Source: an optimization exercise on an open RTL-to-GDS flow (aim: small area and a short achievable clock period). Production flows keep margins and buffers that such runs may drop.
Where RTL was checked, it was by simulation tests only, not by an equivalence proof against the original.
No activity file was given, so power comes from the tool's default toggle rates. No driver is modelled on the clock port, so clocking that relies on it looks cheaper here than on a real chip.

## writeBufferCtrl
module writeBufferCtrl (
    input  logic                            clk,
    input  logic                            rst,
    input  logic [wbPkg::dataWidth-1:0]     writeData,
    input  logic [wbPkg::userWidth-1:0]     writeDataUser,
    input  logic [wbPkg::idWidth-1:0]       writeDataID,
    input  logic [wbPkg::burstLength-1:0]   writeDataStrb,
    input  logic                            writeDataLast,
    input  logic                            writeDataValid,
    input  logic                            writeDataACKReady,
    output logic                            writeDataACKValid,
    output logic [wbPkg::userWidth-1:0]     writeDataACKUser,
    output logic [wbPkg::idWidth-1:0]       writeDataACKID,
    output logic                            writeBufferFull,
    input  logic [wbPkg::idWidth-1:0]       writeBufferAllocID,
    input  logic [wbPkg::userWidth-1:0]     writeBufferAllocUser,
    input  logic                            writeBufferAllocValid,    
    output logic [wbPkg::windowWidth-1:0]   writeRequestWindow,
    input  logic                            phyWriteModeFIFOReady,
    input  logic                            writeModeACK,
    output logic [wbPkg::dataWidth-1:0]     readData,
    output logic                            readDataLast,
    output logic                            readDataValid,
    output logic                            readDataStrb
);
    localparam int N  = wbPkg::bufferDepth;
    localparam int L  = wbPkg::burstLength;
    localparam int DW = wbPkg::dataWidth;
    localparam int BW = wbPkg::beatWidth;
    logic [N-1:0]                       validVector;
    logic [N-1:0]                       issuedVector;
    logic                               full;         
    logic [N-1:0][wbPkg::idWidth-1:0]   entryID;
  ...
clock: 3.5 ns
lec_check: 0
cap_margin: 20
core_margin: 2
core_utilization: 60
cts_buf_list: sky130_fd_sc_hd__clkbuf_8 sky130_fd_sc_hd__clkbuf_16
cts_cluster_diameter: 80
cts_cluster_size: 32
place_density: 0.7
slew_margin: 20
run.sh (not shown) runs the stock make flow with config.mk's settings and CLKGATE_MAP_FILE= SYNTH_SCRIPT=/design/flow/synth_recipe.tcl, a recipe that flattens the netlist after the stock synthesis.
The baseline ran to the end with no violations.
Rerun with:
==> flow/flow/run.sh (new file) <==
#!/bin/bash
# Standard layout, with the clock tree built from clkbuf_16 only, in larger
# sink clusters and without dummy balancing loads.
set -euo pipefail
export CTS_ARGS="-sink_clustering_enable -repair_clock_nets -dont_use_dummy_load -sink_clustering_size 32 -sink_clustering_max_diameter 80 -buf_list sky130_fd_sc_hd__clkbuf_16 -root_buf sky130_fd_sc_hd__clkbuf_16"
bash standard.sh finish > make_finish.log 2>&1
==> flow/standard.sh (new file) <==
#!/bin/bash
# synth_recipe.tcl (not shown) runs the flow's synth.tcl, then flattens the netlist and writes it again
# the make line also repeats each setting of config.mk as NAME=value (left out here)
make -C /OpenROAD-flow-scripts/flow DESIGN_CONFIG=/design/flow/config.mk WORK_HOME=/design/flow/orfs CLKGATE_MAP_FILE= SYNTH_SCRIPT=/design/flow/synth_recipe.tcl "${@:-finish}"
--- a/flow/config.mk
+++ b/flow/config.mk
@@ -11,3 +10,0 @@
-export CTS_BUF_LIST = sky130_fd_sc_hd__clkbuf_8 sky130_fd_sc_hd__clkbuf_16
-export CTS_CLUSTER_DIAMETER = 80
-export CTS_CLUSTER_SIZE = 32
removed: flow/run.sh
=> Synthesized cell count does not change. Wire length stays flat. Worst hold slack is worse by 0.0043 ns. Global-route usage barely changes. Utilization falls by 0.41 points. Via count falls slightly. Total power falls slightly. Clock power falls by a few percent. Clock-buffer cell count falls by 6.
Function was not checked in any run of this note: the RTL went through the layout flow alone.


writeBufferCtrl, a different RTL version from the one above (not shown whole).
Size: ~5000 cells after synthesis, about 4300 flip-flops, roughly 130000 um2 of cells after synthesis.
export LEC_CHECK = 0
export CAP_MARGIN = 10
export CORE_MARGIN = 2
export CORE_UTILIZATION = 60
export PLACE_DENSITY = 0.7
export SETUP_SLACK_MARGIN = 1.2
export SLEW_MARGIN = 10
create_clock -name core_clock -period 3.5 [get_ports {clk}]
standard.sh (not shown) runs the stock make flow with config.mk's settings and CLKGATE_MAP_FILE= SYNTH_SCRIPT=/design/flow/synth_recipe.tcl, a recipe that flattens the netlist after the stock synthesis.
==> flow/flow/run.sh <==
#!/bin/bash
# Standard layout, with the clock tree built from clkbuf_16 only, in larger
# sink clusters and without dummy balancing loads; ports buffered with buf_2.
set -euo pipefail
export BUFFER_PORTS_ARGS="-buffer_cell sky130_fd_sc_hd__buf_2"
export CTS_ARGS="-sink_clustering_enable -repair_clock_nets -dont_use_dummy_load -sink_clustering_size 32 -sink_clustering_max_diameter 80 -buf_list sky130_fd_sc_hd__clkbuf_16 -root_buf sky130_fd_sc_hd__clkbuf_16"
bash standard.sh finish > make_finish.log 2>&1
The starting point finished with timing, DRC and antenna clean.
Next try:
- CAP_MARGIN: 10 -> 20
- SETUP_SLACK_MARGIN: 1.2 -> 1.35
- SLEW_MARGIN: 10 -> 20
=> Final cell count is about the same; worst setup slack loses 0.035 ns; die area stays the same; critical path depth came out higher by 5; worst hold slack is about the same; register-to-register slack loses 0.04 ns; synthesized area is unchanged; non-clock buffer count came out higher by 21.
Next try:
==> flow/flow/run.sh (replaced) <==
#!/bin/bash
# Standard layout, with the clock tree built from clkbuf_16 only, in larger
# sink clusters and without dummy balancing loads; ports buffered with buf_2.
set -euo pipefail
export BUFFER_PORTS_ARGS="-buffer_cell sky130_fd_sc_hd__buf_2"
export CTS_ARGS="-sink_clustering_enable -repair_clock_nets -dont_use_dummy_load -sink_clustering_size 32 -sink_clustering_max_diameter 60 -buf_list sky130_fd_sc_hd__clkbuf_16 -root_buf sky130_fd_sc_hd__clkbuf_16"
bash standard.sh finish > make_finish.log 2>&1
- SETUP_SLACK_MARGIN: 1.35 -> 1.2
Maximum frequency went up by 0.35%. Via count stays flat. Worst setup slack improves by 0.0080 ns. Combinational power came out lower by about 4%. Sequential share of layout area went down by 0.28 points. Cell area stays flat. Wire length barely changes. Register-to-register slack improves by 0.03 ns. Count of clock-buffer cells in the layout went up by 36. Total power goes up by 1.5%. Synthesized cell count does not change.
Next try:
==> flow/flow/run.sh (replaced) <==
#!/bin/bash
# Standard layout, with the clock tree built from clkbuf_16 only, in larger
# sink clusters and without dummy balancing loads; ports buffered with buf_2.
set -euo pipefail
export BUFFER_PORTS_ARGS="-buffer_cell sky130_fd_sc_hd__buf_2"
export CTS_ARGS="-sink_clustering_enable -repair_clock_nets -dont_use_dummy_load -sink_clustering_size 28 -sink_clustering_max_diameter 60 -buf_list sky130_fd_sc_hd__clkbuf_16 -root_buf sky130_fd_sc_hd__clkbuf_16"
bash standard.sh finish > make_finish.log 2>&1
- CORE_UTILIZATION: 60 -> 67
- PLACE_DENSITY: 0.7 -> 0.75
- SETUP_SLACK_MARGIN: 1.2 -> 1.35
The new run passed the timing, design-rule and antenna checks.
Sequential cell count is unchanged.
Worst hold slack is about the same.
Total power rises by 2.2%.
Via count rises by 3.5%.
Sequential power rises by about 1%.
Area after synthesis stays the same.


== main ==
Starting RTL as in the previous note.
Settings: LEC_CHECK=0, CAP_MARGIN=20, CORE_MARGIN=2, CORE_UTILIZATION=63, PLACE_DENSITY=0.72, SETUP_SLACK_MARGIN=1.2, SLEW_MARGIN=20; clock period 3.5 ns.
==> flow/flow/run.sh <==
#!/bin/bash
# Standard layout, with the clock tree built from clkbuf_16 only, in larger
# sink clusters and without dummy balancing loads; ports buffered with buf_2.
set -euo pipefail
export BUFFER_PORTS_ARGS="-buffer_cell sky130_fd_sc_hd__buf_2"
export CTS_ARGS="-sink_clustering_enable -repair_clock_nets -dont_use_dummy_load -sink_clustering_size 32 -sink_clustering_max_diameter 80 -buf_list sky130_fd_sc_hd__clkbuf_16 -root_buf sky130_fd_sc_hd__clkbuf_16"
bash standard.sh finish > make_finish.log 2>&1
Relative to main, the following input files were edited for the feature branch:
# main
export LEC_CHECK = 0
export CAP_MARGIN = 20
export CORE_MARGIN = 2
export CORE_UTILIZATION = 63
export PLACE_DENSITY = 0.72
export SETUP_SLACK_MARGIN = 1.2
export SLEW_MARGIN = 20
create_clock -name core_clock -period 3.5 [get_ports {clk}]
# the feature branch
export LEC_CHECK = 0
export CAP_MARGIN = 20
export CORE_MARGIN = 2
export CORE_UTILIZATION = 60
export PLACE_DENSITY = 0.7
export SETUP_SLACK_MARGIN = 1.2
export SLEW_MARGIN = 20
create_clock -name core_clock -period 3.5 [get_ports {clk}]
Results
The via count of main and that of the feature branch are within noise of each other. Going from main to the feature branch, number of clock-tree buffers in the layout shrank slightly. In the feature branch, the overall die area came out 5.0% above the value in main. Side by side, setup slack turned out higher in the feature branch than in main. Lower detailed-route wire length per cell goes to the feature branch over main. Looking at main and the feature branch, the total non-filler cell area in the finished layout is a wash. As of the feature branch, detailed-routed wire length on met3 had fallen by a few percent compared to main. In the feature branch relative to main, post-placement cell count had gone up slightly.

==> afterwards: timing with drivers on the ports <==
In the flow no input, the clock included, has a driving cell. The finished layouts below were timed again as built, in two steps. Step 1: set_driving_cell puts a clkbuf_16 on clk and a buf_2 on each other input, an assumption about the parent block. Step 2, shift: input delay + t, output delay - t, t = (earliest + latest rising clock arrival at the registers) / 2. This alone moves slack from input paths to output paths. Three values: ideal ports, drivers, drivers and shift; two values: the first two.
| run | t (ns) | setup WS [ns] | worst setup path after step 2 | clock arrival spread, ns |
|---|---|---|---|---|
| the first run of note 1 | 0.937 | 0.400 / 0.306 / -0.053 | input to register | 0.051 / 0.050 |
| the second run of note 1 | 0.896 | 0.431 / 0.367 / -0.057 | input to register | 0.087 / 0.087 |
| the first run of note 2 | 0.891 | 1.253 / 1.171 / 0.527 | input to register | 0.101 / 0.101 |
| the second run of note 2 | 0.889 | 1.219 / 1.167 / 0.468 | input to register | 0.099 / 0.099 |
| the third run of note 2 | 0.923 | 1.227 / 1.136 / 0.483 | input to register | 0.123 / 0.122 |
| the fourth run of note 2 | 0.913 | 1.203 / 1.167 / 0.470 | input to register | 0.098 / 0.098 |
| main | 0.914 | 1.213 / 1.122 / 0.461 | input to register | 0.086 / 0.086 |
| the feature branch | 0.891 | 1.253 / 1.171 / 0.527 | input to register | 0.101 / 0.101 |
With both steps, setup timing fails in the first run of note 1 and the second run of note 1, where it was met with ideal ports. For main, which loses most, drivers alone change the setup slack by -0.091 ns; drivers and shift together by -0.752 ns.
